Background: an optimization exercise with open tools, aiming at small area, a short achievable clock period and few clock cycles per item. Do not read the settings as production practice. Function was checked by simulation only, so behaviour that the tests miss may differ from the original. Power is estimated from default activity; no workload was simulated.

maple:
## add_seq_ctrl
module add_seq_ctrl
#(
    parameter int unsigned N     = add_seq_pkg::ADDSEQ_N,
    parameter int unsigned WORDS = add_seq_pkg::ADDSEQ_WORDS
) (
    input  logic             clk,
    input  logic             rst,
    input  logic             in_valid,
    output logic             in_ready,
    input  logic [N*WORDS-1:0] a,
    input  logic [N*WORDS-1:0] b,
    input  logic             cin,
    input  logic             sub,
    output logic             out_valid,
    input  logic             out_ready,
    output logic [N*WORDS-1:0] sum,
    output logic             cout
);
For scale: roughly 3500 cells after synthesis, about 520 flip-flops, about 780 I/O pins.
export LEC_CHECK = 0
export CAP_MARGIN = 20
export CORE_MARGIN = 2
export CORE_UTILIZATION = 40
export SLEW_MARGIN = 20
create_clock -name core_clock -period 28.0 [get_ports {clk}]
standard.sh (not shown) runs the stock make flow with config.mk's settings and CLKGATE_MAP_FILE= SYNTH_SCRIPT=/design/flow/synth_recipe.tcl, a recipe that flattens the netlist after the stock synthesis.
==> flow/flow/run.sh <==
#!/bin/bash
# The standard layout (standard.sh), with two changes to how it is made:
#  - ports are buffered with sky130_fd_sc_hd__buf_1 instead of the delay buffer
#    buffer_ports picks by default;
#  - timing repair aims for extra setup slack, so the layout runs faster than
#    the 28 ns the constraints require.
# The constraints (constraint.sdc) are the standard flow's, unchanged. Each tool's log is in
# orfs/logs; this script's own output goes to standard.log.
MARGIN=19.5
bash standard.sh finish \
  "BUFFER_PORTS_ARGS=-buffer_cell sky130_fd_sc_hd__buf_1" \
  SETUP_SLACK_MARGIN=$MARGIN  "ABC_AREA=1" "DONT_USE_CELLS= sky130_fd_sc_hd__probe_p_8 sky130_fd_sc_hd__probec_p_8 sky130_fd_sc_hd__lpflow_bleeder_1 sky130_fd_sc_hd__lpflow_clkbufkapwr_1 sky130_fd_sc_hd__lpflow_clkbufkapwr_16 sky130_fd_sc_hd__lpflow_clkbufkapwr_2 sky130_fd_sc_hd__lpflow_clkbufkapwr_4 sky130_fd_sc_hd__lpflow_clkbufkapwr_8 sky130_fd_sc_hd__lpflow_clkinvkapwr_1 sky130_fd_sc_hd__lpflow_clkinvkapwr_16 sky130_fd_sc_hd__lpflow_clkinvkapwr_2 sky130_fd_sc_hd__lpflow_clkinvkapwr_4 sky130_fd_sc_hd__lpflow_clkinvkapwr_8 sky130_fd_sc_hd__lpflow_decapkapwr_12 sky130_fd_sc_hd__lpflow_decapkapwr_3 sky130_fd_sc_hd__lpflow_decapkapwr_4 sky130_fd_sc_hd__lpflow_decapkapwr_6 sky130_fd_sc_hd__lpflow_decapkapwr_8 sky130_fd_sc_hd__lpflow_inputiso0n_1 sky130_fd_sc_hd__lpflow_inputiso0p_1 sky130_fd_sc_hd__lpflow_inputiso1n_1 sky130_fd_sc_hd__lpflow_inputiso1p_1 sky130_fd_sc_hd__lpflow_inputisolatch_1 sky130_fd_sc_hd__lpflow_isobufsrc_1 sky130_fd_sc_hd__lpflow_isobufsrc_16 sky130_fd_sc_hd__lpflow_isobufsrc_2 sky130_fd_sc_hd__lpflow_isobufsrc_4 sky130_fd_sc_hd__lpflow_isobufsrc_8 sky130_fd_sc_hd__lpflow_isobufsrckapwr_16 sky130_fd_sc_hd__lpflow_lsbuf_lh_hl_isowell_tap_1 sky130_fd_sc_hd__lpflow_lsbuf_lh_hl_isowell_tap_2 sky130_fd_sc_hd__lpflow_lsbuf_lh_hl_isowell_tap_4 sky130_fd_sc_hd__lpflow_lsbuf_lh_isowell_4 sky130_fd_sc_hd__lpflow_lsbuf_lh_isowell_tap_1 sky130_fd_sc_hd__lpflow_lsbuf_lh_isowell_tap_2 sky130_fd_sc_hd__lpflow_lsbuf_lh_isowell_tap_4  sky130_fd_sc_hd__fa_1 sky130_fd_sc_hd__fa_2 sky130_fd_sc_hd__fa_4" "CORE_UTILIZATION=60" "CTS_CLUSTER_SIZE=24" "CTS_CLUSTER_DIAMETER=90" > standard.log 2>&1
Every stage of the flow completed for maple, and the final layout passed the timing, DRC and antenna checks.
Testbench counts of maple, summed over its fixed seeds: cycles 1,288, items 1,280.
[inputs] cedar vs maple
diff --git a/flow/flow/run.sh b/flow/flow/run.sh
--- a/flow/flow/run.sh
+++ b/flow/flow/run.sh
@@ -7,5 +7,5 @@
 # The constraints (constraint.sdc) are the standard flow's, unchanged. Each tool's log is in
 # orfs/logs; this script's own output goes to standard.log.
-MARGIN=19.5
+MARGIN=19
 bash standard.sh finish \
   "BUFFER_PORTS_ARGS=-buffer_cell sky130_fd_sc_hd__buf_1" \
Findings:
- Compared with maple, count of clock-buffer cells in the layout in cedar decreased by a little under 10%.
- Summary: with maple as the reference, initial antenna violation count in cedar moved up by more than 10%.
- Across both runs, cell count was lower for cedar than for maple.

========
add_seq_ctrl, a different RTL version from the one above (not shown whole).
export LEC_CHECK = 0
export CAP_MARGIN = 20
export CORE_MARGIN = 2
export CORE_UTILIZATION = 40
export SLEW_MARGIN = 20
create_clock -name core_clock -period 28.0 [get_ports {clk}]
==> flow/flow/run.sh <==
#!/bin/bash
# The standard layout (standard.sh), with two changes to how it is made:
#  - ports are buffered with sky130_fd_sc_hd__buf_1 instead of the delay buffer
#    buffer_ports picks by default;
#  - timing repair aims for extra setup slack, so the layout runs faster than
#    the 28 ns the constraints require.
# The constraints (constraint.sdc) are the standard flow's, unchanged. Each tool's log is in
# orfs/logs; this script's own output goes to standard.log.
MARGIN=19
bash standard.sh finish \
  "BUFFER_PORTS_ARGS=-buffer_cell sky130_fd_sc_hd__buf_1" \
  SETUP_SLACK_MARGIN=$MARGIN  "ABC_AREA=1" "DONT_USE_CELLS= sky130_fd_sc_hd__probe_p_8 sky130_fd_sc_hd__probec_p_8 sky130_fd_sc_hd__lpflow_bleeder_1 sky130_fd_sc_hd__lpflow_clkbufkapwr_1 sky130_fd_sc_hd__lpflow_clkbufkapwr_16 sky130_fd_sc_hd__lpflow_clkbufkapwr_2 sky130_fd_sc_hd__lpflow_clkbufkapwr_4 sky130_fd_sc_hd__lpflow_clkbufkapwr_8 sky130_fd_sc_hd__lpflow_clkinvkapwr_1 sky130_fd_sc_hd__lpflow_clkinvkapwr_16 sky130_fd_sc_hd__lpflow_clkinvkapwr_2 sky130_fd_sc_hd__lpflow_clkinvkapwr_4 sky130_fd_sc_hd__lpflow_clkinvkapwr_8 sky130_fd_sc_hd__lpflow_decapkapwr_12 sky130_fd_sc_hd__lpflow_decapkapwr_3 sky130_fd_sc_hd__lpflow_decapkapwr_4 sky130_fd_sc_hd__lpflow_decapkapwr_6 sky130_fd_sc_hd__lpflow_decapkapwr_8 sky130_fd_sc_hd__lpflow_inputiso0n_1 sky130_fd_sc_hd__lpflow_inputiso0p_1 sky130_fd_sc_hd__lpflow_inputiso1n_1 sky130_fd_sc_hd__lpflow_inputiso1p_1 sky130_fd_sc_hd__lpflow_inputisolatch_1 sky130_fd_sc_hd__lpflow_isobufsrc_1 sky130_fd_sc_hd__lpflow_isobufsrc_16 sky130_fd_sc_hd__lpflow_isobufsrc_2 sky130_fd_sc_hd__lpflow_isobufsrc_4 sky130_fd_sc_hd__lpflow_isobufsrc_8 sky130_fd_sc_hd__lpflow_isobufsrckapwr_16 sky130_fd_sc_hd__lpflow_lsbuf_lh_hl_isowell_tap_1 sky130_fd_sc_hd__lpflow_lsbuf_lh_hl_isowell_tap_2 sky130_fd_sc_hd__lpflow_lsbuf_lh_hl_isowell_tap_4 sky130_fd_sc_hd__lpflow_lsbuf_lh_isowell_4 sky130_fd_sc_hd__lpflow_lsbuf_lh_isowell_tap_1 sky130_fd_sc_hd__lpflow_lsbuf_lh_isowell_tap_2 sky130_fd_sc_hd__lpflow_lsbuf_lh_isowell_tap_4  sky130_fd_sc_hd__fa_1 sky130_fd_sc_hd__fa_2 sky130_fd_sc_hd__fa_4" > standard.log 2>&1
The baseline finished clean.
Testbench counts at the start, summed over its fixed seeds: cycles 1,288, items 1,280.
Rerun with:
==> flow/flow/run.sh (replaced) <==
#!/bin/bash
# The standard layout (standard.sh), with two changes to how it is made:
#  - ports are buffered with sky130_fd_sc_hd__buf_1 instead of the delay buffer
#    buffer_ports picks by default;
#  - timing repair aims for extra setup slack, so the layout runs faster than
#    the 28 ns the constraints require.
# The constraints (constraint.sdc) are the standard flow's, unchanged. Each tool's log is in
# orfs/logs; this script's own output goes to standard.log.
MARGIN=19.5
bash standard.sh finish \
  "BUFFER_PORTS_ARGS=-buffer_cell sky130_fd_sc_hd__buf_1" \
  SETUP_SLACK_MARGIN=$MARGIN  "ABC_AREA=1" "ADDER_MAP_FILE=" > standard.log 2>&1
=>
- The changed run produced a clean layout
- clock-buffer cell count rises by 6
- total power drops slightly
- sequential power shrinks by a few percent
- final area rose by roughly a tenth
- combinational power rose slightly
- die area went up by a few percent
- setup slack gets better by 0.18 ns
- global-route usage increases by 1.2 points
- routed wire length rose by roughly a tenth
- area after synthesis rises by a few percent
- synthesized cell count went up by well over a third
Rerun with:
--- a/flow/flow/run.sh
+++ b/flow/flow/run.sh
@@ -8,5 +8,5 @@
 # orfs/logs; this script's own output goes to standard.log.
-MARGIN=19.5
+MARGIN=20
 bash standard.sh finish \
   "BUFFER_PORTS_ARGS=-buffer_cell sky130_fd_sc_hd__buf_1" \
-  SETUP_SLACK_MARGIN=$MARGIN  "ABC_AREA=1" "ADDER_MAP_FILE=" > standard.log 2>&1
+  SETUP_SLACK_MARGIN=$MARGIN  > standard.log 2>&1
=> Total power goes up by 4.5%; register-to-register slack improved by 0.06 ns; clock power goes down by 3.4%; first-iteration DRC count goes down by 34%; sequential share of layout area goes up by 0.53 points; cell area goes down by 1.6%; synthesized area goes down by 2.5%.
Rerun with:
--- a/flow/flow/run.sh
+++ b/flow/flow/run.sh
@@ -8,5 +8,5 @@
 # orfs/logs; this script's own output goes to standard.log.
-MARGIN=20
+MARGIN=19
 bash standard.sh finish \
   "BUFFER_PORTS_ARGS=-buffer_cell sky130_fd_sc_hd__buf_1" \
-  SETUP_SLACK_MARGIN=$MARGIN  > standard.log 2>&1
+  SETUP_SLACK_MARGIN=$MARGIN  "ABC_AREA=1" "DONT_USE_CELLS= sky130_fd_sc_hd__probe_p_8 sky130_fd_sc_hd__probec_p_8 sky130_fd_sc_hd__lpflow_bleeder_1 sky130_fd_sc_hd__lpflow_clkbufkapwr_1 sky130_fd_sc_hd__lpflow_clkbufkapwr_16 sky130_fd_sc_hd__lpflow_clkbufkapwr_2 sky130_fd_sc_hd__lpflow_clkbufkapwr_4 sky130_fd_sc_hd__lpflow_clkbufkapwr_8 sky130_fd_sc_hd__lpflow_clkinvkapwr_1 sky130_fd_sc_hd__lpflow_clkinvkapwr_16 sky130_fd_sc_hd__lpflow_clkinvkapwr_2 sky130_fd_sc_hd__lpflow_clkinvkapwr_4 sky130_fd_sc_hd__lpflow_clkinvkapwr_8 sky130_fd_sc_hd__lpflow_decapkapwr_12 sky130_fd_sc_hd__lpflow_decapkapwr_3 sky130_fd_sc_hd__lpflow_decapkapwr_4 sky130_fd_sc_hd__lpflow_decapkapwr_6 sky130_fd_sc_hd__lpflow_decapkapwr_8 sky130_fd_sc_hd__lpflow_inputiso0n_1 sky130_fd_sc_hd__lpflow_inputiso0p_1 sky130_fd_sc_hd__lpflow_inputiso1n_1 sky130_fd_sc_hd__lpflow_inputiso1p_1 sky130_fd_sc_hd__lpflow_inputisolatch_1 sky130_fd_sc_hd__lpflow_isobufsrc_1 sky130_fd_sc_hd__lpflow_isobufsrc_16 sky130_fd_sc_hd__lpflow_isobufsrc_2 sky130_fd_sc_hd__lpflow_isobufsrc_4 sky130_fd_sc_hd__lpflow_isobufsrc_8 sky130_fd_sc_hd__lpflow_isobufsrckapwr_16 sky130_fd_sc_hd__lpflow_lsbuf_lh_hl_isowell_tap_1 sky130_fd_sc_hd__lpflow_lsbuf_lh_hl_isowell_tap_2 sky130_fd_sc_hd__lpflow_lsbuf_lh_hl_isowell_tap_4 sky130_fd_sc_hd__lpflow_lsbuf_lh_isowell_4 sky130_fd_sc_hd__lpflow_lsbuf_lh_isowell_tap_1 sky130_fd_sc_hd__lpflow_lsbuf_lh_isowell_tap_2 sky130_fd_sc_hd__lpflow_lsbuf_lh_isowell_tap_4  sky130_fd_sc_hd__fa_1 sky130_fd_sc_hd__fa_2 sky130_fd_sc_hd__fa_4" "CORE_UTILIZATION=60" "CTS_CLUSTER_SIZE=30" "CTS_CLUSTER_DIAMETER=100" > standard.log 2>&1
Outcome: Core utilization grows by 19 points. Clock power drops by about 50%. Sequential share of layout area goes up by 4.7 points. Global-route usage came out higher by 12 points.

==> static timing again, ports no longer ideal <==
The flow's constraints put no driver on any port. The routed layouts listed below were extracted and timed again, unchanged, in two steps.
Step 1 (the two cells are an assumption about what drives the block):
set clk [get_ports {clk}]
set_driving_cell -lib_cell sky130_fd_sc_hd__clkbuf_16 $clk
set_driving_cell -lib_cell sky130_fd_sc_hd__buf_2 [delete_from_list [all_inputs] $clk]
Step 2 also shifts input and output timing later by t, the mid clock arrival at the registers, as if the neighbouring blocks saw the same clock.
Slacks: ideal ports / drivers / drivers and shift; pairs: ideal ports / drivers.
| run | t, ns | setup slack, ns | worst register clock-pin slew, ns | pins driven straight from the clock port |
|---|---|---|---|---|
| maple | 0.638 | 19.452 / 19.349 / 18.711 | 0.10 / 0.10 | 1 |
| cedar | 0.646 | 19.249 / 19.113 / 18.467 | 0.10 / 0.10 | 1 |
| the first run of note 2 | 0.663 | 19.039 / 19.033 / 18.370 | 0.06 / 0.06 | 1 |
| the second run of note 2 | 0.669 | 19.214 / 19.117 / 18.447 | 0.06 / 0.06 | 1 |
| the third run of note 2 | 0.669 | 18.324 / 18.282 / 17.614 | 0.07 / 0.07 | 1 |
| the fourth run of note 2 | 0.631 | 19.006 / 18.927 / 18.296 | 0.12 / 0.12 | 1 |
After both steps setup and hold are still met in every run listed. For cedar, which loses most, drivers alone change the setup slack by -0.136 ns; drivers and shift together by -0.782 ns.
